From an optimization exercise on the open Yosys and OpenROAD flow, aimed at small area; shortcuts taken in it are not production practice.
Function was checked by simulation only, so behaviour that the tests miss may differ from the original.
Power and IR drop assume default switching activity.

`config.mk`:
```
export PLATFORM = sky130hd
export DESIGN_NAME = regfile_writeback
export DESIGN_NICKNAME = regfile_writeback
export VERILOG_FILES = /design/flow/design.v
export SDC_FILE = /design/flow/constraint.sdc
export NUM_CORES = 4
export LEC_CHECK = 0
export CAP_MARGIN = 0
export CORE_MARGIN = 2
export CORE_UTILIZATION = 65
export SETUP_SLACK_MARGIN = 0
export SLEW_MARGIN = 0
export SYNTH_HIERARCHICAL = 1
export SYNTH_MINIMUM_KEEP_SIZE = 0
```
`constraint.sdc`:
```
create_clock -name core_clock -period 6.0 [get_ports {clk}]
set_input_delay 1.2000 -clock core_clock [delete_from_list [all_inputs] [get_ports {clk}]]
set_output_delay 1.2000 -clock core_clock [all_outputs]
set_load 0.01 [all_outputs]
```
`design.v`:
```
module regfile_writeback (
  input  logic        clk,
  input  logic        reset,
  input  logic [31:0] wb_data,
  input  logic        wb_en,
  input  logic [3:0]  wb_addr,
  input  logic [4:0]  opcode,
  input  logic        stall,
  input  logic [3:0]  rn_addr,
  input  logic [3:0]  rm_addr,
  output logic [31:0] rn_data,
  output logic [31:0] rm_data,
  output logic [31:0] pc,
  output logic        branch_taken
);
  localparam logic [4:0] OP_BRANCH = 5'b10001;
  logic [31:0] regs_n [15];   
  logic [31:0] tgt_q;         
  logic        pend_q;        
  logic [31:0] pc_q;
  logic        bt_q;
  logic        cap;
  logic        is_pc;
  logic        rst_n;
  logic [31:0] wdata;         
  logic [14:0] we;
  always_comb begin
    cap   = wb_en && !stall;
    is_pc = (opcode == OP_BRANCH) || (wb_addr == 4'd15);
    rst_n = !reset;
    for (int i = 0; i < 15; i++)
      we[i] = reset || (cap && !is_pc && (wb_addr == 4'(i)));
  end
  for (genvar b = 0; b < 32; b++) begin : g_wd
    rf_nand2 u_wd (.a(wb_data[b]), .b(rst_n), .y(wdata[b]));
  end
  always_ff @(posedge clk) begin
    for (int i = 0; i < 15; i++)
      if (we[i]) regs_n[i] <= wdata;
  end
  logic [28:0] pc_hi_inc;
  rf_inc29 u_inc (.x(pc_q[31:3]), .y(pc_hi_inc));
  logic sel_ld, sel_hi, sel_lo, sel_k;
  logic [31:0] pc_d, pc_step;
  always_comb begin
    sel_ld = !reset && pend_q;                           
    sel_hi = !reset && !pend_q && !stall && pc_q[2];     
    sel_lo = !reset && !pend_q && !(!stall && pc_q[2]);  
    sel_k  = !reset && !pend_q;                          
    pc_step[1:0] = pc_q[1:0];
    pc_step[2]   = pc_q[2] ^ !stall;
  end
  for (genvar b = 0; b < 3; b++) begin : g_pcl
    rf_ao22 u_pc (.a0(sel_ld), .b0(tgt_q[b]), .a1(sel_k), .b1(pc_step[b]), .y(pc_d[b]));
  end
  for (genvar b = 3; b < 32; b++) begin : g_pch
    rf_ao222 u_pc (.a0(sel_ld), .b0(tgt_q[b]), .a1(sel_hi), .b1(pc_hi_inc[b-3]),
                   .a2(sel_lo), .b2(pc_q[b]), .y(pc_d[b]));
  end
  always_ff @(posedge clk) begin
    tgt_q  <= wb_data;
    pend_q <= !reset && cap && is_pc;
    bt_q   <= !reset && pend_q;
    pc_q   <= pc_d;
  end
  logic [15:0] sn_n, sm_n;
  logic [31:0] pc_read_n;
  always_comb begin
    for (int i = 0; i < 16; i++) begin
      sn_n[i] = (rn_addr != 4'(i));
      sm_n[i] = (rm_addr != 4'(i));
    end
    pc_read_n = ~{pc_hi_inc, pc_q[2:0]};
  end
  for (genvar b = 0; b < 32; b++) begin : g_rd
    logic [7:0] tn, tm;
    for (genvar k = 0; k < 7; k++) begin : g_pair
      rf_oai22 u_n (.a0(sn_n[2*k]), .b0(regs_n[2*k][b]), .a1(sn_n[2*k+1]), .b1(regs_n[2*k+1][b]), .y(tn[k]));
      rf_oai22 u_m (.a0(sm_n[2*k]), .b0(regs_n[2*k][b]), .a1(sm_n[2*k+1]), .b1(regs_n[2*k+1][b]), .y(tm[k]));
    end
    rf_oai22 u_n7 (.a0(sn_n[14]), .b0(regs_n[14][b]), .a1(sn_n[15]), .b1(pc_read_n[b]), .y(tn[7]));
    rf_oai22 u_m7 (.a0(sm_n[14]), .b0(regs_n[14][b]), .a1(sm_n[15]), .b1(pc_read_n[b]), .y(tm[7]));
    rf_or8 u_on (.t(tn), .y(rn_data[b]));
    rf_or8 u_om (.t(tm), .y(rm_data[b]));
  end
  always_comb begin
    pc           = pc_q;
    branch_taken = bt_q;
  end
endmodule
module rf_oai22 (
  input  logic a0, b0, a1, b1,
  output logic y
);
  assign y = ~((a0 | b0) & (a1 | b1));
endmodule
module rf_or8 (
  input  logic [7:0] t,
  output logic       y
);
  assign y = ~(~|t[3:0] & ~|t[7:4]);
endmodule
module rf_ao222 (
  input  logic a0, b0, a1, b1, a2, b2,
  output logic y
);
  assign y = (a0 & b0) | (a1 & b1) | (a2 & b2);
endmodule
module rf_ao22 (
  input  logic a0, b0, a1, b1,
  output logic y
);
  assign y = (a0 & b0) | (a1 & b1);
endmodule
module rf_nand2 (
  input  logic a, b,
  output logic y
);
  assign y = ~(a & b);
endmodule
module rf_inc29 (
  input  logic [28:0] x,
  output logic [28:0] y
);
  logic [7:0]  p;     
  logic [28:0] c;     
  always_comb begin
    p[0] = 1'b1;
    for (int k = 1; k < 8; k++) p[k] = p[k-1] & (&x[4*k-4 +: 4]);
    for (int i = 0; i < 29; i++) begin
      c[i] = p[i/4];
      for (int j = 4*(i/4); j < i; j++) c[i] = c[i] & x[j];
    end
    y = x ^ c;
  end
endmodule
```
`flow/run.sh`:
```
#!/bin/bash
# Standard layout, with plain buf_1 port buffers and a clock tree of small
# buffers without dummy loads. Each tool's output goes to a log of its own.
export BUFFER_PORTS_ARGS="-buffer_cell sky130_fd_sc_hd__buf_1"
export CTS_ARGS="-sink_clustering_enable -repair_clock_nets -buf_list {sky130_fd_sc_hd__clkbuf_8} -sink_clustering_size 16 -sink_clustering_max_diameter 50 -dont_use_dummy_load"
bash standard.sh > standard.log 2>&1
```
`standard.sh`:
```
#!/bin/bash
# synth_recipe.tcl (not shown) runs the flow's synth.tcl, then flattens the netlist and writes it again
# the make line also repeats each setting of config.mk as NAME=value (left out here)
make -C /OpenROAD-flow-scripts/flow DESIGN_CONFIG=/design/flow/config.mk WORK_HOME=/design/flow/orfs CLKGATE_MAP_FILE= SYNTH_SCRIPT=/design/flow/synth_recipe.tcl "${@:-finish}"
```
==> results.json, run 1 <==
{
  "ir_worst_vdd_mv": 0.217,
  "pwr_density_cell_nw_per_um2": 298,
  "utilization": 0.729,
  "p_int_uw": 5320,
  "core-area_um2": 32600,
  "synth-xor-area-share": 0.00324,
  "hold_viol": 0,
  "maxSlewViolCount": 0,
  "dieArea_um2": 34800,
  "async_flop_share": 0,
  "routedLengthMet1_mm": 25.4,
  "wire_per_inst_um": 35.5,
  "required_ns": 4.80,
  "path_class": "reg2out",
  "vias": 17400,
  "h-tree-depth": 2,
  "critPathBufInv": 2,
  "final_area_um2": 23800,
  "areaGrowthSynthToFinish_pct": 9.93,
  "synth_area_leaders": "edfxtp_1 67%, o22ai_1 15%, dfxtp_1 6.1%, nor4_1 3.7%, nand2_1 2.0%",
  "avgSynthCellArea_um2": 14.4,
  "fin_skew_ns": 0.0634,
  "crit_path_top_delay_cell": "nor4_4",
  "clkTransAtPathRegs_ns": 0.10,
  "postRouteAntennaNets": 0,
  "grt_max_degree": 34,
  "synth_area_um2": 21600,
  "cts-root-buf": "clkbuf_8",
  "wirelength_mm": 77.3,
  "ys_ff_latch": 546,
  "wl_met2_mm": 33.1,
  "cts_buffer_depth": 3,
  "synth_top_area_cell": "edfxtp_1",
  "vias_per_cell": 8.00,
  "ff2ff_path_depth": 11,
  "ys.flop_type": "edfxtp_1",
  "p_sw_uw": 1770,
  "r2r_start": "pc_q[4]",
  "grt_pass1_wl_mm": 110,
  "synth_edf_count": 480,
  "cp_cell_sequence": "ha_1, nand3_2, nor4_4, and2_1, and2b_1, ha_1, ha_1, ha_1, xor2_1, inv_1, o22ai_1, nor4_1, nand2_1, buf_1",
  "post_cts_resized": 0,
  "netlist_instances": 1504,
  "worst_ep_arrival_time_ns": 3.99,
  "fp.dieW_um": 186,
  "dp_hpwl_mm": 39.4,
  "grt-ovfl-total": 0,
  "startpoint_type": "flip-flop",
  "synth-simple-area-share": 0.0742,
  "route.met3.wl_mm": 13.9,
  "synth.area.mux_share": 0,
  "drive_gt1_frac": 0.0736,
  "hold_path.class": "reg2reg",
  "synth_adder_area_share": 0.0121,
  "die_h_um": 186,
  "tightest_slew_ns": 1.27,
  "max_stage_delay_ns": 0.51,
  "p_clk_frac": 0.252,
  "p_leak_uw": 0.00813,
  "fin_crit_ns": 5.19,
  "combPwrFrac": 0.097,
  "top_layer_used": "met5",
  "netlist.area_leader.share": 0.666,
  "numCtsBuffers": 45,
  "antenna_found_initial": 0,
  "final-setup-viol-count": 0,
  "cts_tree": "done",
  "seq_power_share": 0.651,
  "hold_path_depth": 2,
  "holdCritStartpoint": "tgt_q[6]",
  "cap_violations": 0,
  "crit_family": "simple AND/OR/NAND/NOR gates",
  "worstSkewPairLatency_ns": 0.64,
  "place_congestion": 0.870,
  "critPathMostFrequentCell": "ha_1",
  "num_rows": 66,
  "post_cts_buffers": 0,
  "fin_tns_setup_ns": 0,
  "grt_pass1_vias": 17100,
  "placed_area_um2": 23200,
  "synth_compound_area_frac": 0.170,
  "hold_end": "pc_q[6]",
  "reg2reg_setup_slack_ns": 3.00,
  "cts_hold_buf": 0,
  "slew_headroom": 0.151,
  "period_share": 0.864,
  "drc_errors": 0,
  "cp_max_fo": 4,
  "cts_sinks": 546,
  "nets": 1814,
  "start_util": 0.663,
  "status": "complete, no violations",
  "synth_top_family_by_area": "compound AO/OA/AOI/OAI gates",
  "cp-end-kind": "output pin",
  "synth_cell_type_count": 37,
  "portBuffers": 149,
  "rsz0062_at_grt": "no",
  "power_switching_share": 0.250,
  "grt_usage": 0.442,
  "rr_endpoint": "pc_q[30]",
  "synth_warnings": 10,
  "max_freq_mhz": 193,
  "synth_nets": 1578,
  "synth_commonest_cells": "512 x o22ai_1, 480 x edfxtp_1, 128 x nor4_1, 115 x nand2_1, 66 x dfxtp_1",
  "pin_count": 150,
  "synth_most_common_cell": "o22ai_1",
  "antennaDiodeCount": 0,
  "ys_seq_area_frac": 0.727,
  "drtIter0Drc": 3244,
  "dr.pass1.iters": 9,
  "worst_hold_slack_ns": 0.451
}
[layer usage]
metal	global-route usage	vias up
met4	0.219	2
li1	-	6923
met1	0.603	8254
met3	0.141	387
met5	0.0137	-
met2	0.648	1883
[per-module statistics from Yosys (local to each module, per instance)]
module,cells inside,flops+latches
rf_ao222,2,0
rf_inc29,43,0
rf_oai22,1,0
rf_or8,3,0
rf_nand2,1,0
rf_ao22,1,0
regfile_writeback,664,546
[flip-flops by register name (all words and copies together), names as in the netlist]
signal,flops
tgt_q,32
pc_q,32
pend_q,1
regs_n,480
bt_q,1
[how the worst max path moves through the flow]
stage,endpoint,cells after the start,startpoint,slack [ns]
2_1_floorplan,rm_data[0],5,rm_addr[1],2.25
3_3_place_gp,rn_data[6],8,rn_addr[1],1.33
3_5_place_dp,rn_data[21],8,rn_addr[1],1.29
4_1_cts,rn_data[30],14,pc_q[3],0.93
5_1_grt,rm_data[30],14,pc_q[4],0.73
6_report,rn_data[30],14,pc_q[4],0.81
[tightest hold or removal path, cell delays in order, from the launching register on]
cell and delay [ns]:
dfxtp_1 0.32, a222oi_1 0.08, inv_1 0.06
[power by group through the flow]
| stage | clock (uW) | combinational (uW) | sequential [uW] |
|---|---|---|---|
| finish | 1790 | 690 | 4610 |
| global route | 1920 | 711 | 4650 |
| CTS | 1780 | 659 | 4610 |
| detailed placement | 0 | 658 | 4690 |
| global placement | 0 | 649 | 4670 |
| floorplan | 0 | 354 | 4650 |
[cell usage in the layout, fill, tap and decap left out, types with 2 or more instances in the layout]
master    synthesis  final
buf_12            0      3
nor3_1            3      2
nor2b_1          11     10
clkbuf_8          0     45
and4_1            2      2
nor2_1            8      8
inv_1            65     65
a41o_2            5      5
nor4_1          128    128
edfxtp_1        480    480
nand2_1         115    115
buf_4             2     43
nand3_2           1     13
ha_1             21     21
o22ai_1         512    512
a22o_1            3      3
a222oi_1         29     29
and3_1            2      2
a31o_2            1     10
nand4_1           6      6
xor2_1            7      7
dfxtp_1          66     66
buf_1             0    149
[stage by stage]
step                total power, uW  setup slack (ns)  cells
CTS                            7050             0.927   2180
floorplan                      5010              2.25   1504
global route                   7280             0.726   2180
detailed placement             5350              1.29   2135
global placement               5320              1.33   2135
finish                         7090             0.814   2180
[cells by family after synthesis]
kind of cell,after synthesis
AOI/OAI and AO/OA,560
xor gates and xnor gates,8
adders and majority gates,21
buffers and inverters,71
DFF,546
and+or+nand+nor,298
[final cells by class]
type,instances,area [um^2]
inverters,65,244
multi-input cells,887,5690
well taps,442,553
repair buffers,195,942
clock buffers,45,619
fillers,2216,8840
flip-flops and latches,546,15700
==> run 2: changes to the inputs <==
--- a/config.mk
+++ b/config.mk
@@ -5,10 +5,11 @@
 export SDC_FILE = /design/flow/constraint.sdc
 export NUM_CORES = 4
 export LEC_CHECK = 0
-export CAP_MARGIN = 0
+export CAP_MARGIN = 10
 export CORE_MARGIN = 2
 export CORE_UTILIZATION = 65
+export GPL_TIMING_DRIVEN = 0
 export SETUP_SLACK_MARGIN = 0
-export SLEW_MARGIN = 0
+export SLEW_MARGIN = 10
 export SYNTH_HIERARCHICAL = 1
 export SYNTH_MINIMUM_KEEP_SIZE = 0
==> run 2 against run 1 <==
Against the previous run: sequential power about the same; synthesized cell count unchanged; die area did not move; routed wire length grew 2.2%; largest power group unchanged; worst hold slack worse by 0.0039 ns; still clean on timing, DRC and antenna; setup slack gained 0.13 ns; critical path depth did not move; highest routed layer is now met4; cell area is 2.4% higher; sequential share of layout area shrank 1.6 points.
==> results.json, run 2 <==
{
  "async_flop_share": 0,
  "synth_most_common_cell": "o22ai_1",
  "final_common_cell": "o22ai_1",
  "holdCritStartpoint": "tgt_q[28]",
  "path_class": "reg2out",
  "cp_cell_sequence": "ha_1, nand3_2, nor4_4, and2_1, and2b_1, ha_1, ha_1, ha_1, xor2_1, inv_1, o22ai_1, nor4_1, nand2_1, buf_1",
  "max_freq_mhz": 198,
  "fp.dieW_um": 186,
  "p_sw_uw": 1800,
  "drtIter0Drc": 3439,
  "required_ns": 4.80,
  "die_h_um": 186,
  "num-fill-cells": 2093,
  "cts_hold_buf": 0,
  "synth_nets": 1578,
  "cts_buffer_depth": 3,
  "portBuffers": 147,
  "ir_worst_vdd_mv": 0.235,
  "dp_hpwl_mm": 44.5,
  "seq_power_share": 0.648,
  "synth_commonest_cells": "512 x o22ai_1, 480 x edfxtp_1, 128 x nor4_1, 115 x nand2_1, 66 x dfxtp_1",
  "synth_edf_count": 480,
  "seq_area_um2": 15700,
  "synth_warnings": 10,
  "crit_family": "simple AND/OR/NAND/NOR gates",
  "crit_path_top_delay_cell": "nor4_4",
  "final-setup-viol-count": 0,
  "synth_cell_type_count": 37,
  "mostFrequentLayoutCells": "512 x o22ai_1, 480 x edfxtp_1, 147 x buf_1, 128 x nor4_1, 97 x nand2_1",
  "p_clk_frac": 0.250,
  "worst_ep_arrival_time_ns": 3.85,
  "grt_max_degree": 33,
  "top_register": "regs_n",
  "max_stage_delay_ns": 0.55,
  "fin_skew_ns": 0.0415,
  "slew_headroom": 0.109,
  "core-area_um2": 32600,
  "antennaDiodeCount": 0,
  "fin_tns_setup_ns": 0,
  "vias": 17600,
  "cap_violations": 0,
  "largest_reg_flops": 480,
  "ff2ff_path_depth": 10,
  "ys_ff_latch": 546,
  "power_uw": 7120,
  "areaGrowthSynthToFinish_pct": 12.6,
  "drc_errors": 0,
  "dr.pass1.iters": 6,
  "cts_sinks": 546,
  "p_leak_uw": 0.00838,
  "ys.flop_type": "edfxtp_1",
  "synth_area_um2": 21600,
  "multi_input_area_um2": 5820,
  "r2r_start": "pc_q[3]",
  "hold_end": "pc_q[28]",
  "post_cts_buffers": 0,
  "cts-root-buf": "clkbuf_8",
  "status": "complete, no violations",
  "critPathBufInv": 2,
  "drive_gt1_frac": 0.0836,
  "ys_seq_area_frac": 0.727,
  "clkTransAtPathRegs_ns": 0.10,
  "fin_crit_ns": 5.05,
  "avgSynthCellArea_um2": 14.4,
  "cp_max_fo": 4,
  "antenna_found_initial": 0,
  "hold_path.class": "reg2reg",
  "pwr_density_cell_nw_per_um2": 292,
  "reg2reg_setup_slack_ns": 3.07,
  "top_regs": "regs_n: 480 flops, pc_q: 32 flops, tgt_q: 32 flops",
  "hold_path_depth": 2,
  "wirelength_mm": 79.0,
  "vias_per_cell": 8.08,
  "pin_count": 150,
  "hold_viol": 0,
  "grt_usage": 0.447,
  "post_cts_resized": 0,
  "synth_area_leaders": "edfxtp_1 67%, o22ai_1 15%, dfxtp_1 6.1%, nor4_1 3.7%, nand2_1 2.0%",
  "p_int_uw": 5320,
  "h-tree-depth": 2,
  "grt-ovfl-total": 0,
  "combPwrFrac": 0.102,
  "grt_pass1_vias": 17100,
  "wire_per_inst_um": 36.3,
  "num_rows": 66,
  "maxSlewViolCount": 0,
  "startpoint_type": "flip-flop",
  "netlist_instances": 1504,
  "grt_pass1_wl_mm": 111,
  "start_util": 0.663,
  "critPathMostFrequentCell": "ha_1",
  "worstSkewPairLatency_ns": 0.61,
  "cp-end-kind": "output pin",
  "place_congestion": 0.819,
  "netlist.area_leader.share": 0.666,
  "postRouteAntennaNets": 0,
  "tightest_slew_ns": 1.34,
  "period_share": 0.842,
  "rsz0062_at_grt": "no",
  "dieArea_um2": 34800,
  "power_switching_share": 0.252,
  "synth_top_area_cell": "edfxtp_1",
  "nets": 1811,
  "rr_endpoint": "pc_q[29]",
  "numCtsBuffers": 44,
  "cts_tree": "done"
}
## run 2: kinds of logic after synthesis
logic type / after synthesis / share of synthesized area
adders and majority gates: 21 / 0.0121
buffers and inverters: 71 / 0.0131
AOI/OAI and AO/OA: 560 / 0.170
xor gates and xnor gates: 8 / 0.00324
and+or+nand+nor: 298 / 0.0742
DFF: 546 / 0.727
## run 2: cell type report
cell class | instances | share of cell area
inverters | 65 | 0.0100
repair buffers | 187 | 0.0559
flip-flops and latches | 546 | 0.646
plain buffers | 6 | 0.00159
clock buffers | 44 | 0.0249
well taps | 442 | 0.0227
multi-input cells | 887 | 0.239
## run 2: worst max-delay path by stage
stage / start / to / slack, ns / depth (start not counted)
5_1_grt: pc_q[3] / rm_data[30] / 0.81 / 14
3_3_place_gp: stall / pc_q[6] / 0.18 / 6
6_report: pc_q[3] / rm_data[30] / 0.95 / 14
3_5_place_dp: rm_addr[3] / rm_data[14] / 1.25 / 8
2_1_floorplan: rm_addr[1] / rm_data[0] / 2.25 / 5
4_1_cts: pc_q[3] / rm_data[30] / 1.03 / 14
## run 2: per-layer routing
| metal | track usage | part of all wire | routed length (um) | vias up |
|---|---|---|---|---|
| met5 | 0 | 0 | 0 | - |
| met4 | 0.238 | 0.066 | 5220 | 0 |
| met3 | 0.145 | 0.18 | 14300 | 465 |
| met2 | 0.661 | 0.43 | 33900 | 1909 |
| met1 | 0.596 | 0.32 | 25600 | 8275 |
| li1 | - | - | - | 6945 |
## run 2: per-module statistics from Yosys (local to each module, per instance)
| module | times used | cell area [um^2] |
|---|---|---|
| regfile_writeback | 1 | 16400 |
| rf_inc29 | 1 | 439 |
| rf_or8 | 64 | 16.3 |
| rf_ao222 | 29 | 13.8 |
| rf_ao22 | 3 | 8.76 |
| rf_oai22 | 512 | 6.26 |
| rf_nand2 | 32 | 3.75 |
## run 2: power by group through the flow
stage / clock network [uW] / logic (uW) / registers [uW]
finish: 1780 / 725 / 4610
global route: 1890 / 742 / 4650
CTS: 1760 / 693 / 4610
detailed placement: 0 / 691 / 4690
global placement: 0 / 638 / 4680
floorplan: 0 / 354 / 4650
## run 2: tightest hold or removal path, stage by stage (launching register included)
cell and delay, ns:
dfxtp_1 0.31, a222oi_1 0.08, inv_1 0.05
## run 2: through the flow
step	std cells	area, um^2	hold slack [ns]	util	setup WS [ns]
3_3_place_gp	2093	22700	0.430	0.697	0.178
6_report	2177	24400	0.447	0.747	0.947
4_1_cts	2177	24400	0.434	0.747	1.03
5_1_grt	2177	24400	0.456	0.747	0.814
2_1_floorplan	1504	21600	0.426	-	2.25
3_5_place_dp	2133	23800	0.443	0.728	1.25
==> run 3: changes to the inputs <==
--- a/config.mk
+++ b/config.mk
@@ -8,7 +8,6 @@
 export CAP_MARGIN = 10
 export CORE_MARGIN = 2
 export CORE_UTILIZATION = 65
-export GPL_TIMING_DRIVEN = 0
 export SETUP_SLACK_MARGIN = 0
 export SLEW_MARGIN = 10
 export SYNTH_HIERARCHICAL = 1
==> run 3 against run 2 <==
Against the previous run: global-route usage fell by 0.49 points; total power fell by 0.41%; routed wire length fell by 2.1%; combinational power fell by 4.8%; clock power barely moved; largest cell class unchanged; critical path depth did not move; area after synthesis did not move; flip-flop and latch count did not move; critical path type unchanged; core utilization fell by 1.8 points; worst hold slack improved by 0.0039 ns; highest routed layer is now met5; cell area fell by 2.4%; count of clock-buffer cells in the layout rose by 1.
==> results.json, run 3 <==
{
  "max_stage_delay_ns": 0.51,
  "use_met1": 0.603,
  "ys.flop_type": "edfxtp_1",
  "post_cts_buffers": 0,
  "async_flop_share": 0,
  "grt-ovfl-total": 0,
  "place_congestion": 0.870,
  "maxSlewViolCount": 0,
  "max_freq_mhz": 193,
  "worst_ep_arrival_time_ns": 3.99,
  "worst_hold_slack_ns": 0.451,
  "fin_crit_ns": 5.19,
  "ir_worst_vdd_mv": 0.217,
  "synth_compound_area_frac": 0.170,
  "num_rows": 66,
  "required_ns": 4.80,
  "fin_tns_setup_ns": 0,
  "final_common_cell": "o22ai_1",
  "wirelength_mm": 77.3,
  "dr.pass1.iters": 9,
  "slew_headroom": 0.151,
  "tightest_slew_ns": 1.27,
  "synth_edf_count": 480,
  "cp_cell_sequence": "ha_1, nand3_2, nor4_4, and2_1, and2b_1, ha_1, ha_1, ha_1, xor2_1, inv_1, o22ai_1, nor4_1, nand2_1, buf_1",
  "cap_violations": 0,
  "netlist_instances": 1504,
  "synth_area_leaders": "edfxtp_1 67%, o22ai_1 15%, dfxtp_1 6.1%, nor4_1 3.7%, nand2_1 2.0%",
  "grt_busiest_layer": "met2",
  "startpoint_type": "flip-flop",
  "utilization": 0.729,
  "final-setup-viol-count": 0,
  "synth-simple-area-share": 0.0742,
  "rsz0062_at_grt": "no",
  "areaGrowthSynthToFinish_pct": 9.93,
  "reg2reg_setup_slack_ns": 3.00,
  "gr-usage-met2": 0.648,
  "grt_pass1_vias": 17100,
  "path_class": "reg2out",
  "drc_errors": 0,
  "cts_hold_buf": 0,
  "synth_adder_area_share": 0.0121,
  "grt_usage": 0.442,
  "cts_sinks": 546,
  "netlist.area_leader.share": 0.666,
  "synth_commonest_cells": "512 x o22ai_1, 480 x edfxtp_1, 128 x nor4_1, 115 x nand2_1, 66 x dfxtp_1",
  "status": "complete, no violations",
  "antennaDiodeCount": 0,
  "drtIter0Drc": 3244,
  "nets": 1814,
  "r2r_start": "pc_q[4]",
  "numCtsBuffers": 45,
  "clkTransAtPathRegs_ns": 0.10,
  "critPathMostFrequentCell": "ha_1",
  "worstSkewPairLatency_ns": 0.64,
  "largest_reg_flops": 480,
  "synth-xor-area-share": 0.00324,
  "portBuffers": 149,
  "hold_viol": 0,
  "vias_per_cell": 8.00,
  "avgSynthCellArea_um2": 14.4,
  "grt_max_degree": 34,
  "synth_top_family_by_area": "compound AO/OA/AOI/OAI gates",
  "p_leak_uw": 0.00813,
  "dieArea_um2": 34800,
  "post_cts_resized": 0,
  "die_h_um": 186,
  "hold_path.class": "reg2reg",
  "grt_pass1_wl_mm": 110,
  "synth_area_um2": 21600,
  "antenna_found_initial": 0,
  "start_util": 0.663,
  "pwr_density_cell_nw_per_um2": 298,
  "vias": 17400,
  "cp_max_fo": 4,
  "fp.dieW_um": 186,
  "fin_skew_ns": 0.0634,
  "cts_tree": "done",
  "top_register": "regs_n",
  "h-tree-depth": 2,
  "postRouteAntennaNets": 0,
  "use_met3": 0.141,
  "synth_warnings": 10,
  "mostFrequentLayoutCells": "512 x o22ai_1, 480 x edfxtp_1, 149 x buf_1, 128 x nor4_1, 115 x nand2_1",
  "core-area_um2": 32600,
  "holdCritStartpoint": "tgt_q[6]",
  "top_regs": "regs_n: 480 flops, pc_q: 32 flops, tgt_q: 32 flops",
  "num-fill-cells": 2216,
  "synth_top_area_cell": "edfxtp_1",
  "cp-end-kind": "output pin",
  "wire_per_inst_um": 35.5,
  "ys_ff_latch": 546,
  "crit_path_top_delay_cell": "nor4_4",
  "startpoint": "pc_q[4]",
  "ys_seq_area_frac": 0.727,
  "cts-root-buf": "clkbuf_8",
  "cts_buffer_depth": 3,
  "synth_nets": 1578,
  "synth_cell_type_count": 37,
  "pin_count": 150,
  "dp_hpwl_mm": 39.4,
  "synth_most_common_cell": "o22ai_1",
  "drive_gt1_frac": 0.0736,
  "period_share": 0.864,
  "synth.area.mux_share": 0
}
## run 3: changes by cell type in the layout (fill, tap and decap cells not counted), moves of 2 or more
cell / delta
buf_4: +39
clkbuf_1: -2
nand2_1: +18
buf_1: +2
a31o_2: +10
buf_12: -18
buf_16: -11
buf_6: -6
a31o_4: -10
nand2_2: -18
## run 3: per-layer routing
layer | part of all wire | wire [um] | vias up
met5 | 0.00087 | 67 | -
met3 | 0.18 | 13900 | 387
met4 | 0.063 | 4860 | 2
met1 | 0.33 | 25400 | 8254
met2 | 0.43 | 33100 | 1883
li1 | - | - | 6923
## run 3: cells by family (layout without fill, tap and decap cells)
group	after synthesis	count (layout)
DFF	546	546
xor gates and xnor gates	8	8
adders and majority gates	21	21
buffers and inverters	71	305
AOI/OAI and AO/OA	560	560
and+or+nand+nor	298	298
## run 3: power breakdown
group | internal [uW] | total [uW] | switching, uW
clock | 672 | 1790 | 1120
combinational | 183 | 690 | 507
sequential | 4460 | 4610 | 148
## run 3: through the flow
stage / cell area, um^2 / worst slack [ns] / total power (uW) / std cells
CTS: 23800 / 0.927 / 7050 / 2180
detailed placement: 23200 / 1.29 / 5350 / 2135
finish: 23800 / 0.814 / 7090 / 2180
floorplan: 21600 / 2.25 / 5010 / 1504
global placement: 23200 / 1.33 / 5320 / 2135
global route: 23800 / 0.726 / 7280 / 2180
## run 3: path summary, 6_finish.rpt
| path | to | cells after the start |
|---|---|---|
| hold reg to reg | pc_q[6] | 2 |
| setup / recovery | rn_data[30] | 14 |
| hold / removal | pc_q[6] | 2 |
| setup reg to reg | pc_q[30] | 11 |
## run 3: modules after synthesis, one instance, submodules excluded
module | copies in the design | flip-flops and latches | cells inside | area (um^2)
rf_or8 | 64 | 0 | 3 | 16.3
rf_ao222 | 29 | 0 | 2 | 13.8
rf_nand2 | 32 | 0 | 1 | 3.75
regfile_writeback | 1 | 546 | 664 | 16400
rf_inc29 | 1 | 0 | 43 | 439
rf_ao22 | 3 | 0 | 1 | 8.76
rf_oai22 | 512 | 0 | 1 | 6.26
## run 3: layout make-up
cell class	count	area (um^2)	share of cell area
flip-flops and latches	546	15700	0.662
multi-input cells	887	5690	0.239
clock buffers	45	619	0.0260
repair buffers	195	942	0.0396
well taps	442	553	0.0233
inverters	65	244	0.0103
## run 3: critical path: cells and delay by family (launching register included)
kind / cells / cell delay, ns
buf+inv: 2 / 0.29
simple gates: 6 / 1.31
fa+ha+maj: 4 / 0.80
compound gates: 1 / 0.16
flops: 1 / 0.38
xor+xnor: 1 / 0.39
==> run 4: changes to the inputs <==
==> flow/run.sh (replaced) <==
#!/bin/bash
# Standard layout, with plain buf_1 port buffers and a clock tree of small
# buffers without dummy loads. Each tool's output goes to a log of its own.
export BUFFER_PORTS_ARGS="-buffer_cell sky130_fd_sc_hd__buf_1"
export CTS_ARGS="-sink_clustering_enable -repair_clock_nets -buf_list {sky130_fd_sc_hd__clkbuf_4} -sink_clustering_size 10 -sink_clustering_max_diameter 40 -dont_use_dummy_load"
bash standard.sh > standard.log 2>&1
==> run 4 against run 3 <==
Against the previous run: combinational power barely moved; critical path depth did not move; register-to-register slack hardly changed; non-clock buffer count unchanged; first-iteration DRC count fell by 0.99%; die area unchanged; setup slack got worse by 0.15 ns; via count increased by 1.2%; sequential share of layout area rose by 0.27 points; routed wire length is 1.0% higher; sequential power about the same; fmax down 2.8%.
==> results.json, run 4 <==
{
  "slew_headroom": 0.129,
  "cp-end-kind": "output pin",
  "ys_ff_latch": 546,
  "fin_crit_ns": 5.34,
  "netlist.area_leader.share": 0.666,
  "holdCritStartpoint": "tgt_q[12]",
  "power_switching_share": 0.260,
  "final_common_cell": "o22ai_1",
  "rsz0062_at_grt": "no",
  "start_util": 0.663,
  "startpoint_type": "flip-flop",
  "critPathBufInv": 2,
  "async_flop_share": 0,
  "ys_seq_area_frac": 0.727,
  "drive_gt1_frac": 0.0863,
  "post_cts_resized": 0,
  "multi_input_area_um2": 5690,
  "dp_hpwl_mm": 39.4,
  "dr.pass1.iters": 6,
  "p_leak_uw": 0.00812,
  "hold_path.class": "reg2reg",
  "top_register": "regs_n",
  "core-area_um2": 32600,
  "nets": 1838,
  "avgSynthCellArea_um2": 14.4,
  "worst_hold_slack_ns": 0.447,
  "antenna_found_initial": 2,
  "cap_violations": 0,
  "crit_path_top_delay_cell": "nor4_4",
  "final-setup-viol-count": 0,
  "num-fill-cells": 2240,
  "power_uw": 6990,
  "grt_usage": 0.445,
  "wire_per_inst_um": 35.4,
  "p_clk_frac": 0.241,
  "post_cts_buffers": 0,
  "p_int_uw": 5180,
  "cp_cell_sequence": "ha_1, nand3_2, nor4_4, and2_1, and2b_1, ha_1, ha_1, ha_1, xor2_1, inv_1, o22ai_1, nor4_1, nand2_1, buf_1",
  "grt-ovfl-total": 0,
  "tightest_slew_ns": 1.31,
  "period_share": 0.890,
  "fp.dieW_um": 186,
  "synth_commonest_cells": "512 x o22ai_1, 480 x edfxtp_1, 128 x nor4_1, 115 x nand2_1, 66 x dfxtp_1",
  "portBuffers": 149,
  "pre_cts_slack_ns": 1.29,
  "place_congestion": 0.870,
  "grt_pass1_vias": 17400,
  "top_regs": "regs_n: 480 flops, pc_q: 32 flops, tgt_q: 32 flops",
  "path_class": "reg2out",
  "h-tree-depth": 3,
  "hold_viol": 0,
  "die_h_um": 186,
  "cts-root-buf": "clkbuf_4",
  "dieArea_um2": 34800,
  "clkTransAtPathRegs_ns": 0.11,
  "drc_errors": 0,
  "ir_worst_vdd_mv": 0.227,
  "max_stage_delay_ns": 0.52,
  "crit_family": "simple AND/OR/NAND/NOR gates",
  "r2r_start": "pc_q[3]",
  "drtIter0Drc": 3212,
  "vias_per_cell": 8.00,
  "synth_cell_type_count": 37,
  "synth_area_um2": 21600,
  "synth_most_common_cell": "o22ai_1",
  "numCtsBuffers": 69,
  "status": "complete, no violations",
  "grt_max_degree": 34,
  "startpoint": "pc_q[3]",
  "postRouteAntennaNets": 0,
  "fin_ws_ns": 0.663,
  "cts_hold_buf": 0,
  "required_ns": 4.80,
  "max_freq_mhz": 187,
  "fin_tns_setup_ns": 0,
  "cts_tree": "done",
  "maxSlewViolCount": 0,
  "num_rows": 66,
  "worst_ep_arrival_time_ns": 4.14,
  "largest_reg_flops": 480,
  "wirelength_mm": 78.1,
  "synth_nets": 1578,
  "vias": 17700,
  "p_sw_uw": 1820,
  "synth_warnings": 10,
  "synth_edf_count": 480,
  "mostFrequentLayoutCells": "512 x o22ai_1, 480 x edfxtp_1, 149 x buf_1, 128 x nor4_1, 115 x nand2_1",
  "netlist_instances": 1504,
  "pin_count": 150,
  "cp_max_fo": 4,
  "critPathMostFrequentCell": "ha_1",
  "synth_top_area_cell": "edfxtp_1",
  "placed_area_um2": 23200,
  "grt_pass1_wl_mm": 111,
  "synth_area_leaders": "edfxtp_1 67%, o22ai_1 15%, dfxtp_1 6.1%, nor4_1 3.7%, nand2_1 2.0%",
  "cts_buffer_depth": 3,
  "cts_sinks": 546,
  "ys.flop_type": "edfxtp_1",
  "seq_power_share": 0.659,
  "areaGrowthSynthToFinish_pct": 9.49,
  "pwr_density_cell_nw_per_um2": 295,
  "worstSkewPairLatency_ns": 0.76,
  "combPwrFrac": 0.099,
  "seq_area_um2": 15700,
  "fin_skew_ns": 0.0587,
  "final_area_um2": 23700
}
run 4: cell counts after synthesis:
Identical to the previous run, type by type.
run 4: final cells by class:
class / instances / area share
flip-flops and latches: 546 / 0.664
multi-input cells: 887 / 0.240
repair buffers: 195 / 0.0398
well taps: 442 / 0.0234
clock buffers: 69 / 0.0219
inverters: 65 / 0.0103
diodes: 2 / 0.000211
run 4: power by group through the flow:
| stage | combinational, uW | clock, uW | sequential (uW) |
|---|---|---|---|
| 2_1_floorplan | 354 | 0 | 4650 |
| 3_3_place_gp | 649 | 0 | 4670 |
| 3_5_place_dp | 658 | 0 | 4690 |
| 4_1_cts | 659 | 1680 | 4610 |
| 5_1_grt | 711 | 1830 | 4650 |
| 6_report | 693 | 1690 | 4610 |
run 4: tightest hold or removal path: stages (launching register included):
cell and delay, ns:
dfxtp_1 0.31, a222oi_1 0.08, inv_1 0.06
run 4: worst paths after layout:
path | endpoint | slack (ns) | depth (start not counted)
setup / recovery | rm_data[30] | 0.66 | 14
hold / removal | pc_q[12] | 0.45 | 2
setup reg to reg | pc_q[30] | 2.99 | 11
hold reg to reg | pc_q[12] | 0.45 | 2
run 4: per-module statistics from Yosys (local to each module, per instance):
module | flip-flops and latches | times used | cells inside
regfile_writeback | 546 | 1 | 664
rf_ao22 | 0 | 3 | 1
rf_ao222 | 0 | 29 | 2
rf_inc29 | 0 | 1 | 43
rf_nand2 | 0 | 32 | 1
rf_oai22 | 0 | 512 | 1
rf_or8 | 0 | 64 | 3
run 4: routing by layer:
metal / GRT usage / vias to the layer above / wire length [um]
met2: 0.642 / 1964 / 33000
li1: - / 7019 / -
met4: 0.235 / 0 / 5060
met5: 0.0137 / - / 0
met1: 0.606 / 8253 / 25000
met3: 0.150 / 422 / 15100
run 4: per-stage QoR:
stage | cells | utilization
after floorplan | 1504 | -
after global placement | 2135 | 0.710
after detailed placement | 2135 | 0.710
after CTS | 2204 | 0.726
after global routing | 2206 | 0.726
final | 2206 | 0.726
run 4: cell families after synthesis:
| kind of cell | synth area share |
|---|---|
| compound gates | 0.170 |
| xor+xnor | 0.00324 |
| fa+ha+maj | 0.0121 |
| buf+inv | 0.0131 |
| flops | 0.727 |
| simple gates | 0.0742 |
==> run 5: changes to the inputs <==
==> flow/run.sh (replaced) <==
#!/bin/bash
# Standard layout, with plain buf_1 port buffers and a clock tree of small
# buffers without dummy loads. Each tool's output goes to a log of its own.
export BUFFER_PORTS_ARGS="-buffer_cell sky130_fd_sc_hd__buf_1"
export CTS_ARGS="-sink_clustering_enable -repair_clock_nets -buf_list {sky130_fd_sc_hd__clkbuf_16} -sink_clustering_size 30 -sink_clustering_max_diameter 60 -dont_use_dummy_load"
bash standard.sh > standard.log 2>&1
--- a/config.mk
+++ b/config.mk
@@ -5,10 +5,10 @@
 export SDC_FILE = /design/flow/constraint.sdc
 export NUM_CORES = 4
 export LEC_CHECK = 0
-export CAP_MARGIN = 10
+export CAP_MARGIN = 0
 export CORE_MARGIN = 2
 export CORE_UTILIZATION = 65
 export SETUP_SLACK_MARGIN = 0
-export SLEW_MARGIN = 10
+export SLEW_MARGIN = 0
 export SYNTH_HIERARCHICAL = 1
 export SYNTH_MINIMUM_KEEP_SIZE = 0
==> run 5 against run 4 <==
Against the previous run: via count fell by 1.9%; flip-flop and latch count is the same; core utilization rose by 1.2 points; clock power rose by 34%; still clean; non-clock buffer count stayed put; die area unchanged.
==> results.json, run 5 <==
{
  "synth_area_um2": 21600,
  "ir_worst_vdd_mv": 0.278,
  "fin_skew_ns": 0.0313,
  "placed_area_um2": 23200,
  "worstSkewPairLatency_ns": 0.55,
  "place_congestion": 0.870,
  "synth_most_common_cell": "o22ai_1",
  "netlist_instances": 1504,
  "cap_violations": 0,
  "grt_max_degree": 34,
  "antenna_found_initial": 0,
  "hold_viol": 0,
  "grt_pass1_vias": 17200,
  "rsz0062_at_grt": "no",
  "crit_end": "rn_data[30]",
  "grt_pass1_wl_mm": 110,
  "num-fill-cells": 2161,
  "synth_edf_count": 480,
  "maxSlewViolCount": 0,
  "pre_cts_slack_ns": 1.29,
  "cp_cell_sequence": "ha_1, nand3_2, nor4_4, and2_1, and2b_1, ha_1, ha_1, ha_1, xor2_1, inv_1, o22ai_1, nor4_1, nand2_1, buf_1",
  "antennaDiodeCount": 0,
  "dr.pass1.iters": 8,
  "dp_hpwl_mm": 39.4,
  "portBuffers": 149,
  "synth_top_area_cell": "edfxtp_1",
  "final-setup-viol-count": 0,
  "ys_seq_area_frac": 0.727,
  "max_stage_delay_ns": 0.51,
  "synth_area_leaders": "edfxtp_1 67%, o22ai_1 15%, dfxtp_1 6.1%, nor4_1 3.7%, nand2_1 2.0%",
  "rr_endpoint": "pc_q[30]",
  "avgSynthCellArea_um2": 14.4,
  "cp.depth": 14,
  "cts_tree": "done",
  "pin_count": 150,
  "drc_errors": 0,
  "post_cts_resized": 0,
  "start_util": 0.663,
  "async_flop_share": 0,
  "die_h_um": 186,
  "numCtsBuffers": 37,
  "postRouteAntennaNets": 0,
  "final_area_um2": 24100,
  "grt_usage": 0.441,
  "cts-root-buf": "clkbuf_16",
  "vias_per_cell": 7.97,
  "pwr_density_cell_nw_per_um2": 314,
  "ys_ff_latch": 546,
  "hold_path.class": "reg2reg",
  "fp.dieW_um": 186,
  "drive_gt1_frac": 0.0694,
  "period_share": 0.856,
  "cts_hold_buf": 0,
  "num_rows": 66,
  "h-tree-depth": 2,
  "status": "complete, no violations",
  "dieArea_um2": 34800,
  "r2r_start": "pc_q[3]",
  "reg2reg_setup_slack_ns": 2.95,
  "cp_max_fo": 4,
  "core-area_um2": 32600,
  "holdCritStartpoint": "tgt_q[1]",
  "critPathMostFrequentCell": "ha_1",
  "cts_buffer_depth": 3,
  "worst_ep_arrival_time_ns": 3.94,
  "cp-end-kind": "output pin",
  "top_register": "regs_n",
  "path_class": "reg2out",
  "post_cts_buffers": 0,
  "ys.flop_type": "edfxtp_1",
  "startpoint_type": "flip-flop",
  "netlist.area_leader.share": 0.666,
  "top_regs": "regs_n: 480 flops, pc_q: 32 flops, tgt_q: 32 flops",
  "p_leak_uw": 0.00826,
  "required_ns": 4.80,
  "max_freq_mhz": 195,
  "ff2ff_path_depth": 11,
  "slew_headroom": 0.134,
  "drtIter0Drc": 3285,
  "wirelength_mm": 77.3,
  "vias": 17300,
  "tightest_slew_ns": 1.30,
  "largest_reg_flops": 480,
  "grt-ovfl-total": 0,
  "nets": 1806,
  "mostFrequentLayoutCells": "512 x o22ai_1, 480 x edfxtp_1, 149 x buf_1, 128 x nor4_1, 115 x nand2_1",
  "crit_path_top_delay_cell": "nor4_4",
  "fin_ws_ns": 0.861,
  "crit_family": "simple AND/OR/NAND/NOR gates",
  "synth_nets": 1578,
  "areaGrowthSynthToFinish_pct": 11.3,
  "synth_cell_type_count": 37,
  "synth_warnings": 10,
  "fin_crit_ns": 5.14,
  "wire_per_inst_um": 35.6,
  "fin_tns_setup_ns": 0,
  "startpoint": "pc_q[3]",
  "cts_sinks": 546,
  "clkTransAtPathRegs_ns": 0.10,
  "utilization": 0.738,
  "final_common_cell": "o22ai_1",
  "synth_commonest_cells": "512 x o22ai_1, 480 x edfxtp_1, 128 x nor4_1, 115 x nand2_1, 66 x dfxtp_1",
  "critPathBufInv": 2
}
[run 5: cell counts after synthesis]
Identical to the previous run, type by type.
[run 5: stage by stage]
step | power [uW] | hold WS, ns | std cells
2_1_floorplan | 5010 | 0.426 | 1504
3_3_place_gp | 5320 | 0.433 | 2135
3_5_place_dp | 5350 | 0.441 | 2135
4_1_cts | 7510 | 0.458 | 2172
5_1_grt | 7740 | 0.486 | 2172
6_report | 7560 | 0.458 | 2172
[run 5: worst min path at each step]
| stage | to | slack (ns) | cells past startpoint |
|---|---|---|---|
| 4_1_cts | pc_q[1] | 0.46 | 1 |
| 6_report | pc_q[1] | 0.46 | 1 |
| 3_3_place_gp | pc_q[1] | 0.43 | 1 |
| 3_5_place_dp | pc_q[0] | 0.44 | 1 |
| 2_1_floorplan | pc_q[2] | 0.43 | 1 |
| 5_1_grt | pc_q[15] | 0.49 | 2 |
[run 5: Yosys stat by module (local to each module, per instance)]
module,flops+latches,copies in the design,cells
regfile_writeback,546,1,664
rf_inc29,0,1,43
rf_or8,0,64,3
rf_ao222,0,29,2
rf_ao22,0,3,1
rf_oai22,0,512,1
rf_nand2,0,32,1
[run 5: cell type report]
cell class | instances | area [um^2] | share of cell area
Timing Repair Buffer | 195 | 942 | 0.0391
Multi-Input combinational cell | 887 | 5690 | 0.236
Inverter | 65 | 244 | 0.0101
Clock buffer | 37 | 926 | 0.0384
Sequential cell | 546 | 15700 | 0.653
Tap cell | 442 | 553 | 0.0230
[run 5: logic make-up (layout without fill, tap and decap cells)]
family                     count (synthesis)  in the layout  share of synthesized area
AOI/OAI and AO/OA                        560            560                      0.170
DFF                                      546            546                      0.727
and+or+nand+nor                          298            298                     0.0742
buffers and inverters                     71            297                     0.0131
adders and majority gates                 21             21                     0.0121
xor gates and xnor gates                   8              8                    0.00324
[run 5: worst register-to-register path, cell delays in order (launching register included)]
cell      delay, ns
dfxtp_1        0.42
ha_1           0.26
nand3_2        0.23
nor4_4         0.51
and2_1         0.23
and2b_1        0.18
ha_1           0.18
ha_1           0.21
ha_1           0.18
xor2_1         0.37
a222oi_1       0.12
inv_1          0.09
[run 5: where the power goes]
| part | leakage, uW | total, uW | internal, uW | switching (uW) |
|---|---|---|---|---|
| clock | 0.000456 | 2260 | 1100 | 1160 |
| sequential | 0.00531 | 4610 | 4470 | 149 |
| combinational | 0.00249 | 689 | 183 | 506 |
[run 5: per-layer routing]
| layer | share of wire | global-route usage | vias to the layer above | wire, um |
|---|---|---|---|---|
| li1 | - | - | 6924 | - |
| met1 | 0.32 | 0.602 | 8196 | 25000 |
| met2 | 0.43 | 0.645 | 1841 | 33300 |
| met3 | 0.18 | 0.137 | 359 | 14200 |
| met4 | 0.062 | 0.230 | 0 | 4800 |
| met5 | 0 | 0 | - | 0 |
==> run 6: changes to the inputs <==
--- a/design.v
+++ b/design.v
@@ -41,7 +41,8 @@
   logic [28:0] pc_hi_inc;
   rf_inc29 u_inc (.x(pc_q[31:3]), .y(pc_hi_inc));
   logic sel_ld, sel_hi, sel_lo, sel_k;
-  logic [31:0] pc_d, pc_step;
+  logic [31:0] pc_d;
+  logic [2:0]  pc_step;
   always_comb begin
     sel_ld = !reset && pend_q;                           
     sel_hi = !reset && !pend_q && !stall && pc_q[2];     
@@ -122,14 +123,20 @@
   input  logic [28:0] x,
   output logic [28:0] y
 );
-  logic [7:0]  p;     
   logic [28:0] c;     
+  logic        p;     
+  logic        q;
   always_comb begin
-    p[0] = 1'b1;
-    for (int k = 1; k < 8; k++) p[k] = p[k-1] & (&x[4*k-4 +: 4]);
-    for (int i = 0; i < 29; i++) begin
-      c[i] = p[i/4];
-      for (int j = 4*(i/4); j < i; j++) c[i] = c[i] & x[j];
+    p = 1'b1;
+    for (int k = 0; k < 8; k++) begin
+      q = p;
+      for (int j = 0; j < 4; j++) begin
+        if (4*k + j < 29) begin
+          c[4*k + j] = q;
+          q = q & x[4*k + j];
+        end
+      end
+      if (4*k + 3 < 29) p = p & (&x[4*k +: 4]);
     end
     y = x ^ c;
   end
==> flow/run.sh (replaced) <==
#!/bin/bash
# Standard layout, with plain buf_1 port buffers and a clock tree of small
# buffers without dummy loads. Each tool's output goes to a log of its own.
export BUFFER_PORTS_ARGS="-buffer_cell sky130_fd_sc_hd__buf_1"
export CTS_ARGS="-sink_clustering_enable -repair_clock_nets -buf_list {sky130_fd_sc_hd__clkbuf_4} -sink_clustering_size 10 -sink_clustering_max_diameter 40 -dont_use_dummy_load"
bash standard.sh > standard.log 2>&1
--- a/config.mk
+++ b/config.mk
@@ -5,10 +5,10 @@
 export SDC_FILE = /design/flow/constraint.sdc
 export NUM_CORES = 4
 export LEC_CHECK = 0
-export CAP_MARGIN = 0
+export CAP_MARGIN = 10
 export CORE_MARGIN = 2
-export CORE_UTILIZATION = 65
+export CORE_UTILIZATION = 72
 export SETUP_SLACK_MARGIN = 0
-export SLEW_MARGIN = 0
+export SLEW_MARGIN = 10
 export SYNTH_HIERARCHICAL = 1
 export SYNTH_MINIMUM_KEEP_SIZE = 0
==> run 6 against run 5 <==
Against the previous run: worst hold slack got worse by 0.034 ns; global-route usage rose by 5.2 points; count of clock-buffer cells in the layout rose by 31; critical path depth fell by 1; core utilization rose by 5.9 points; non-clock buffer count rose by 4; synthesized cell count did not move; clock power fell by 27%; routed wire length fell by 0.34%; critical path type unchanged; area after synthesis did not move; fmax fell by 5.8%; highest routed layer unchanged.
==> results.json, run 6 <==
{
  "cp.depth": 13,
  "wirelength_mm": 77.0,
  "grt_pass1_wl_mm": 109,
  "num_rows": 63,
  "worstSkewPairLatency_ns": 0.79,
  "post_cts_resized": 0,
  "synth_area_leaders": "edfxtp_1 67%, o22ai_1 15%, dfxtp_1 6.1%, nor4_1 3.7%, nand2_1 2.0%",
  "fin_ws_ns": 0.544,
  "post_cts_buffers": 0,
  "cp_cell_sequence": "ha_1, nand3_2, nor4_4, and2_1, and2b_1, ha_1, ha_1, ha_1, inv_1, o22ai_1, nor4_1, nand2_1, buf_1",
  "cts_buffer_depth": 3,
  "fin_skew_ns": 0.0729,
  "dr.pass1.iters": 8,
  "synth_nets": 1578,
  "cts-root-buf": "clkbuf_4",
  "synth_area_um2": 21600,
  "hold_viol": 0,
  "start_util": 0.730,
  "portBuffers": 149,
  "ys_seq_area_frac": 0.727,
  "final-setup-viol-count": 0,
  "synth_most_common_cell": "o22ai_1",
  "startpoint": "pc_q[3]",
  "p_int_uw": 5170,
  "p_sw_uw": 1810,
  "max_stage_delay_ns": 0.58,
  "place_congestion": 0.905,
  "core-area_um2": 29600,
  "areaGrowthSynthToFinish_pct": 9.24,
  "startpoint_type": "flip-flop",
  "required_ns": 4.80,
  "status": "complete, no violations",
  "crit_path_top_delay_cell": "nor4_4",
  "fin_crit_ns": 5.46,
  "vias_per_cell": 8.40,
  "dp_hpwl_mm": 42.6,
  "pin_count": 150,
  "h-tree-depth": 3,
  "grt_usage": 0.493,
  "combPwrFrac": 0.099,
  "rr_endpoint": "pc_q[30]",
  "cts_sinks": 546,
  "top_register": "regs_n",
  "grt_max_degree": 34,
  "ff2ff_path_depth": 11,
  "ys.flop_type": "edfxtp_1",
  "cp_max_fo": 4,
  "cap_violations": 0,
  "avgSynthCellArea_um2": 14.4,
  "pre_cts_slack_ns": 1.46,
  "ir_worst_vdd_mv": 0.268,
  "fp.dieW_um": 177,
  "synth_edf_count": 480,
  "p_leak_uw": 0.00813,
  "drtIter0Drc": 4124,
  "crit_family": "simple AND/OR/NAND/NOR gates",
  "synth_commonest_cells": "512 x o22ai_1, 480 x edfxtp_1, 128 x nor4_1, 115 x nand2_1, 66 x dfxtp_1",
  "ys_ff_latch": 546,
  "dieArea_um2": 31400,
  "tightest_slew_ns": 1.30,
  "numCtsBuffers": 68,
  "hold_path.class": "reg2reg",
  "vias": 18100,
  "synth_top_area_cell": "edfxtp_1",
  "slew_headroom": 0.134,
  "drc_errors": 0,
  "async_flop_share": 0,
  "drive_gt1_frac": 0.0878,
  "mostFrequentLayoutCells": "512 x o22ai_1, 480 x edfxtp_1, 149 x buf_1, 128 x nor4_1, 115 x nand2_1",
  "netlist.area_leader.share": 0.666,
  "power_uw": 6980,
  "cp-end-kind": "output pin",
  "utilization": 0.797,
  "postRouteAntennaNets": 0,
  "maxSlewViolCount": 0,
  "cts_hold_buf": 0,
  "largest_reg_flops": 480,
  "reg2reg_setup_slack_ns": 2.89,
  "num-fill-cells": 1719,
  "grt-ovfl-total": 0,
  "max_freq_mhz": 183,
  "synth_cell_type_count": 37,
  "rsz0062_at_grt": "no",
  "netlist_instances": 1504,
  "seq_power_share": 0.663,
  "top_regs": "regs_n: 480 flops, pc_q: 32 flops, tgt_q: 32 flops",
  "path_class": "reg2out",
  "fin_tns_setup_ns": 0,
  "grt_pass1_vias": 17700,
  "p_clk_frac": 0.238,
  "power_switching_share": 0.259,
  "die_h_um": 177,
  "nets": 1841,
  "worst_ep_arrival_time_ns": 4.26,
  "antenna_found_initial": 1,
  "final_common_cell": "o22ai_1",
  "cts_tree": "done",
  "pwr_density_cell_nw_per_um2": 295,
  "r2r_start": "pc_q[3]",
  "critPathBufInv": 2,
  "wire_per_inst_um": 35.7,
  "crit_end": "rm_data[29]",
  "period_share": 0.909,
  "synth_warnings": 10,
  "critPathMostFrequentCell": "ha_1",
  "clkTransAtPathRegs_ns": 0.11
}
-- run 6: changes by cell type in the layout (fill, tap and decap cells not counted), sizes merged --
cell    delta
buf        +4
clkbuf    +31
diode      +3
-- run 6: worst min path at each step --
stage	from	to	slack [ns]	depth (start not counted)
after floorplan	tgt_q[2]	pc_q[2]	0.43	1
after global placement	tgt_q[1]	pc_q[1]	0.43	1
after detailed placement	tgt_q[1]	pc_q[1]	0.45	1
after CTS	tgt_q[3]	pc_q[3]	0.43	2
after global routing	tgt_q[3]	pc_q[3]	0.45	2
final	tgt_q[3]	pc_q[3]	0.42	2
-- run 6: per-module statistics from Yosys, one instance, submodules excluded --
module	cells	times used	area, um^2
regfile_writeback	664	1	16400
rf_ao22	1	3	8.76
rf_ao222	2	29	13.8
rf_inc29	43	1	439
rf_nand2	1	32	3.75
rf_oai22	1	512	6.26
rf_or8	3	64	16.3
-- run 6: power groups by stage --
stage / Sequential [uW] / Clock (uW) / Combinational [uW]
after floorplan: 4650 / 0 / 354
after global placement: 4680 / 0 / 641
after detailed placement: 4700 / 0 / 652
after CTS: 4620 / 1650 / 654
after global routing: 4660 / 1770 / 707
final: 4630 / 1660 / 694
-- run 6: kinds of logic after synthesis --
kind of cell	count (synthesis)	synth area share
simple gates	298	0.0742
xor+xnor	8	0.00324
buf+inv	71	0.0131
flops	546	0.727
fa+ha+maj	21	0.0121
compound gates	560	0.170
-- run 6: layer usage --
metal | track usage | part of all wire | up-vias
li1 | - | - | 7024
met1 | 0.656 | 0.30 | 8275
met2 | 0.686 | 0.42 | 2289
met3 | 0.204 | 0.21 | 543
met4 | 0.294 | 0.073 | 0
met5 | 0 | 0 | -
-- run 6: cell type report --
type	instances	area, um^2	area share
tap	390	488	0.0207
antenna	3	7.51	0.000318
timing repair buffer	199	960	0.0406
multi-input combinational	887	5690	0.241
sequential	546	15700	0.666
inverter	65	244	0.0103
clock buffer	68	510	0.0216
-- run 6: stage by stage --
step / instances / hold WS, ns / cell area, um^2
final: 2158 / 0.424 / 23600
after global placement: 2087 / 0.431 / 23100
after detailed placement: 2087 / 0.446 / 23100
after global routing: 2158 / 0.450 / 23600
after CTS: 2155 / 0.428 / 23600
after floorplan: 1504 / 0.426 / 21600
-- run 6: tightest hold or removal path: stages, from the launching register on --
cell	delay, ns
dfxtp_1	0.32
a222oi_1	0.09
inv_1	0.05
==> run 7: changes to the inputs <==
--- a/config.mk
+++ b/config.mk
@@ -7,7 +7,8 @@
 export LEC_CHECK = 0
 export CAP_MARGIN = 10
 export CORE_MARGIN = 2
-export CORE_UTILIZATION = 72
+export CORE_UTILIZATION = 65
+export PLACE_DENSITY = 0.75
 export SETUP_SLACK_MARGIN = 0
 export SLEW_MARGIN = 10
 export SYNTH_HIERARCHICAL = 1
==> run 7 against run 6 <==
Against the previous run: critical path type unchanged; still clean; fmax grew 1.6%; cell count grew 2.7%; die area grew 11%; flip-flop and latch count is the same; sequential share of layout area shrank 0.38 points; global-route usage shrank 4.8 points; largest cell class unchanged; cell area grew 0.57%; core utilization shrank 6.9 points; largest power group unchanged.
==> results.json, run 7 <==
{
  "power_uw": 6990,
  "synth_warnings": 10,
  "rr_endpoint": "pc_q[26]",
  "startpoint_type": "flip-flop",
  "synth_most_common_cell": "o22ai_1",
  "num_rows": 66,
  "cts_sinks": 546,
  "r2r_start": "pc_q[3]",
  "dieArea_um2": 34800,
  "mostFrequentLayoutCells": "512 x o22ai_1, 480 x edfxtp_1, 149 x buf_1, 128 x nor4_1, 115 x nand2_1",
  "fin_skew_ns": 0.108,
  "wirelength_mm": 77.9,
  "cts_buffer_depth": 3,
  "fin_crit_ns": 5.37,
  "wire_per_inst_um": 35.1,
  "portBuffers": 149,
  "period_share": 0.895,
  "async_flop_share": 0,
  "drive_gt1_frac": 0.0919,
  "grt_max_degree": 34,
  "status": "complete, no violations",
  "fin_ws_ns": 0.631,
  "synth_nets": 1578,
  "synth_edf_count": 480,
  "grt_usage": 0.445,
  "slew_headroom": 0.169,
  "core-area_um2": 32600,
  "start_util": 0.663,
  "required_ns": 4.80,
  "nets": 1849,
  "die_h_um": 186,
  "numCtsBuffers": 69,
  "final-setup-viol-count": 0,
  "postRouteAntennaNets": 0,
  "pwr_density_cell_nw_per_um2": 294,
  "fin_tns_setup_ns": 0,
  "worst_ep_arrival_time_ns": 4.17,
  "clkTransAtPathRegs_ns": 0.10,
  "cp_max_fo": 4,
  "worstSkewPairLatency_ns": 0.77,
  "critPathBufInv": 2,
  "crit_family": "simple AND/OR/NAND/NOR gates",
  "tightest_slew_ns": 1.24,
  "maxSlewViolCount": 0,
  "vias_per_cell": 8.02,
  "hold_path_depth": 2,
  "hold_end": "pc_q[17]",
  "dp_hpwl_mm": 43.6,
  "synth_area_leaders": "edfxtp_1 67%, o22ai_1 15%, dfxtp_1 6.1%, nor4_1 3.7%, nand2_1 2.0%",
  "largest_reg_flops": 480,
  "synth_area_um2": 21600,
  "cts_tree": "done",
  "crit_path_top_delay_cell": "nor4_4",
  "dr.pass1.iters": 7,
  "cts-root-buf": "clkbuf_4",
  "rsz0062_at_grt": "no",
  "path_class": "reg2out",
  "grt_pass1_wl_mm": 111,
  "final_common_cell": "o22ai_1",
  "drc_errors": 0,
  "ys_ff_latch": 546,
  "drtIter0Drc": 3377,
  "vias": 17800,
  "post_cts_buffers": 0,
  "avgSynthCellArea_um2": 14.4,
  "antenna_found_initial": 3,
  "grt_pass1_vias": 17300,
  "place_congestion": 0.927,
  "pre_cts_slack_ns": 1.40,
  "grt-ovfl-total": 0,
  "holdCritStartpoint": "tgt_q[17]",
  "max_freq_mhz": 186,
  "pin_count": 150,
  "netlist.area_leader.share": 0.666,
  "ir_worst_vdd_mv": 0.176,
  "p_leak_uw": 0.00817,
  "critPathMostFrequentCell": "ha_1",
  "cp_cell_sequence": "ha_1, nand3_2, nor4_4, and2_1, and2b_1, ha_1, ha_1, ha_1, xor2_1, inv_1, o22ai_1, nor4_1, nand2_1, buf_1",
  "h-tree-depth": 3,
  "ff2ff_path_depth": 10,
  "top_register": "regs_n",
  "reg2reg_setup_slack_ns": 2.96,
  "synth_cell_type_count": 37,
  "max_stage_delay_ns": 0.49,
  "cp-end-kind": "output pin",
  "ys_seq_area_frac": 0.727,
  "areaGrowthSynthToFinish_pct": 9.87,
  "synth_top_area_cell": "edfxtp_1",
  "hold_path.class": "reg2reg",
  "num-fill-cells": 2172,
  "hold_viol": 0,
  "post_cts_resized": 0,
  "cap_violations": 0,
  "ys.flop_type": "edfxtp_1",
  "fp.dieW_um": 186,
  "worst_hold_slack_ns": 0.447,
  "top_regs": "regs_n: 480 flops, pc_q: 32 flops, tgt_q: 32 flops",
  "cts_hold_buf": 0,
  "netlist_instances": 1504,
  "synth_commonest_cells": "512 x o22ai_1, 480 x edfxtp_1, 128 x nor4_1, 115 x nand2_1, 66 x dfxtp_1"
}
run 7: changes by cell type in the layout (fill, tap and decap cells not counted):
cell / change
buf_12: +1
buf_4: +6
diode_2: -1
clkbuf_4: +1
run 7: per-module statistics from Yosys (local to each module, per instance):
| module | area (um^2) | times used |
|---|---|---|
| regfile_writeback | 16400 | 1 |
| rf_ao22 | 8.76 | 3 |
| rf_ao222 | 13.8 | 29 |
| rf_inc29 | 439 | 1 |
| rf_nand2 | 3.75 | 32 |
| rf_oai22 | 6.26 | 512 |
| rf_or8 | 16.3 | 64 |
run 7: worst max-delay path by stage:
stage                from           to  slack [ns]  cells past startpoint
6_report          pc_q[3]  rm_data[30]        0.63                     14
5_1_grt           pc_q[3]  rm_data[30]        0.41                     14
4_1_cts           pc_q[3]  rn_data[30]        0.71                     14
3_5_place_dp   rm_addr[2]   rm_data[7]        1.40                      8
3_3_place_gp   rm_addr[0]   rm_data[1]        1.47                      8
2_1_floorplan  rm_addr[1]   rm_data[0]        2.25                      5
run 7: worst min-delay path, stage by stage, from the launching register on:
cell	delay [ns]
dfxtp_1	0.33
a222oi_1	0.08
inv_1	0.06
run 7: per-layer routing:
metal  vias to the layer above  part of all wire  global-route usage
li1                       7031                 -                   -
met1                      8300              0.31               0.569
met2                      2034              0.43               0.652
met3                       425              0.19               0.175
met4                         0             0.066               0.255
met5                         -                 0                   0
run 7: cells by family after synthesis:
kind of cell    after synthesis  synth area share
buf+inv                      71            0.0131
simple gates                298            0.0742
compound gates              560             0.170
xor+xnor                      8           0.00324
fa+ha+maj                    21            0.0121
flops                       546             0.727
run 7: cell type report:
cell class / count / area, um^2 / area share
timing repair buffer: 206 / 1020 / 0.0431
antenna: 2 / 5.00 / 0.000211
multi-input combinational: 887 / 5690 / 0.239
inverter: 65 / 244 / 0.0103
sequential: 546 / 15700 / 0.662
clock buffer: 69 / 518 / 0.0218
tap: 442 / 553 / 0.0233
run 7: where the power goes:
group          internal, uW  switching (uW)  total, uW
combinational           185             512        697
clock                   531            1140       1680
sequential             4460             150       4610
total                  5180            1810       6990
run 7: metrics by stage:
step	cell area (um^2)	utilization	std cells
floorplan	21600	-	1504
global placement	23200	0.713	2146
detailed placement	23200	0.713	2146
CTS	23800	0.728	2215
global route	23800	0.729	2217
finish	23800	0.729	2217
==> run 8: changes to the inputs <==
--- a/config.mk
+++ b/config.mk
@@ -8,7 +8,6 @@
 export CAP_MARGIN = 10
 export CORE_MARGIN = 2
 export CORE_UTILIZATION = 65
-export PLACE_DENSITY = 0.75
 export SETUP_SLACK_MARGIN = 0
 export SLEW_MARGIN = 10
 export SYNTH_HIERARCHICAL = 1
==> run 8 against run 7 <==
Against the previous run: core utilization fell by 0.25 points; highest routed layer unchanged; worst hold slack barely moved; sequential share of layout area rose by 0.23 points; non-clock buffer count fell by 11; via count fell by 0.74%; cell count fell by 0.50%; synthesized cell count did not move; sequential power barely moved; area after synthesis did not move; global-route usage barely moved; combinational power fell by 0.6%.
==> results.json, run 8 <==
{
  "status": "complete, no violations",
  "final-setup-viol-count": 0,
  "cts_buffer_depth": 3,
  "grt-ovfl-total": 0,
  "p_sw_uw": 1820,
  "fin_ws_ns": 0.663,
  "p_leak_uw": 0.00812,
  "synth_edf_count": 480,
  "finalNonFillerCells": 2206,
  "crit_family": "simple AND/OR/NAND/NOR gates",
  "p_clk_frac": 0.241,
  "power_switching_share": 0.260,
  "synth_area_leaders": "edfxtp_1 67%, o22ai_1 15%, dfxtp_1 6.1%, nor4_1 3.7%, nand2_1 2.0%",
  "pre_cts_slack_ns": 1.29,
  "worstSkewPairLatency_ns": 0.76,
  "largest_reg_flops": 480,
  "cap_violations": 0,
  "pin_count": 150,
  "max_stage_delay_ns": 0.52,
  "rsz0062_at_grt": "no",
  "required_ns": 4.80,
  "cp-end-kind": "output pin",
  "grt_pass1_wl_mm": 111,
  "cts_hold_buf": 0,
  "ir_worst_vdd_mv": 0.227,
  "wire_per_inst_um": 35.4,
  "ys_ff_latch": 546,
  "vias_per_cell": 8.00,
  "maxSlewViolCount": 0,
  "drc_errors": 0,
  "critPathBufInv": 2,
  "slew_headroom": 0.129,
  "fp.dieW_um": 186,
  "top_register": "regs_n",
  "reg2reg_setup_slack_ns": 2.99,
  "die_h_um": 186,
  "placed_cells": 2135,
  "fin_skew_ns": 0.0587,
  "ys_seq_area_frac": 0.727,
  "ys.flop_type": "edfxtp_1",
  "fin_tns_setup_ns": 0,
  "core-area_um2": 32600,
  "synth_commonest_cells": "512 x o22ai_1, 480 x edfxtp_1, 128 x nor4_1, 115 x nand2_1, 66 x dfxtp_1",
  "cts-root-buf": "clkbuf_4",
  "grt_pass1_vias": 17400,
  "async_flop_share": 0,
  "drtIter0Drc": 3212,
  "grt_max_degree": 34,
  "mostFrequentLayoutCells": "512 x o22ai_1, 480 x edfxtp_1, 149 x buf_1, 128 x nor4_1, 115 x nand2_1"
}
-- run 8: changes by cell type in the layout (fill, tap and decap cells not counted) --
| cell | previous run | this run |
|---|---|---|
| buf_4 | 54 | 43 |
-- run 8: logic make-up after synthesis --
group / after synthesis / share of synthesized area
AO/OA/AOI/OAI: 560 / 0.170
XOR/XNOR: 8 / 0.00324
adder cells (fa/ha/maj): 21 / 0.0121
buffers and inverters: 71 / 0.0131
flip-flops: 546 / 0.727
AND/OR/NAND/NOR: 298 / 0.0742
-- run 8: through the flow --
step | area, um^2 | power [uW] | hold WS, ns
after detailed placement | 23200 | 5350 | 0.441
after global routing | 23700 | 7180 | 0.474
after global placement | 23200 | 5320 | 0.433
after CTS | 23700 | 6950 | 0.443
final | 23700 | 6990 | 0.447
after floorplan | 21600 | 5010 | 0.426
-- run 8: power groups by stage --
stage          Combinational [uW]  Clock (uW)  Sequential, uW
3_3_place_gp                  649           0            4670
4_1_cts                       659        1680            4610
2_1_floorplan                 354           0            4650
3_5_place_dp                  658           0            4690
6_report                      693        1690            4610
5_1_grt                       711        1830            4650
-- run 8: layer usage --
layer / vias up / global-route usage / share of wire
li1: 7019 / - / -
met1: 8253 / 0.606 / 0.32
met2: 1964 / 0.642 / 0.42
met3: 422 / 0.150 / 0.19
met4: 0 / 0.235 / 0.065
met5: - / 0.0137 / 0
-- run 8: worst max path at each step --
stage	startpoint	end	slack [ns]	depth (start not counted)
after global placement	rn_addr[1]	rn_data[6]	1.33	8
after floorplan	rm_addr[1]	rm_data[0]	2.25	5
final	pc_q[3]	rm_data[30]	0.66	14
after global routing	pc_q[3]	rm_data[30]	0.55	14
after detailed placement	rn_addr[1]	rn_data[21]	1.29	8
after CTS	pc_q[3]	rn_data[30]	0.75	14
-- run 8: final cells by class --
type                            instances  area [um^2]
Antenna cell                            2         5.00
Clock buffer                           69          518
Fill cell                            2240         8940
Inverter                               65          244
Multi-Input combinational cell        887         5690
Sequential cell                       546        15700
Tap cell                              442          553
Timing Repair Buffer                  195          942
-- run 8: Yosys stat by module (local to each module, per instance) --
module | copies in the design | cells inside
rf_or8 | 64 | 3
rf_nand2 | 32 | 1
rf_ao22 | 3 | 1
rf_inc29 | 1 | 43
regfile_writeback | 1 | 664
rf_ao222 | 29 | 2
rf_oai22 | 512 | 1
-- run 8: tightest hold or removal path, delay by kind of cell, from the launching register on --
kind / cells / cell delay [ns]
flip-flops: 1 / 0.31
AO/OA/AOI/OAI: 1 / 0.08
buffers and inverters: 1 / 0.06

Re-timed with assumed drivers on the ports (clkbuf_16 on the clock, buf_2 on other inputs), run 8 has 0.617 ns of setup slack against 0.663 ns with ideal ports, and 1.093 ns once port delays also move by the mid clock arrival of 0.780 ns.
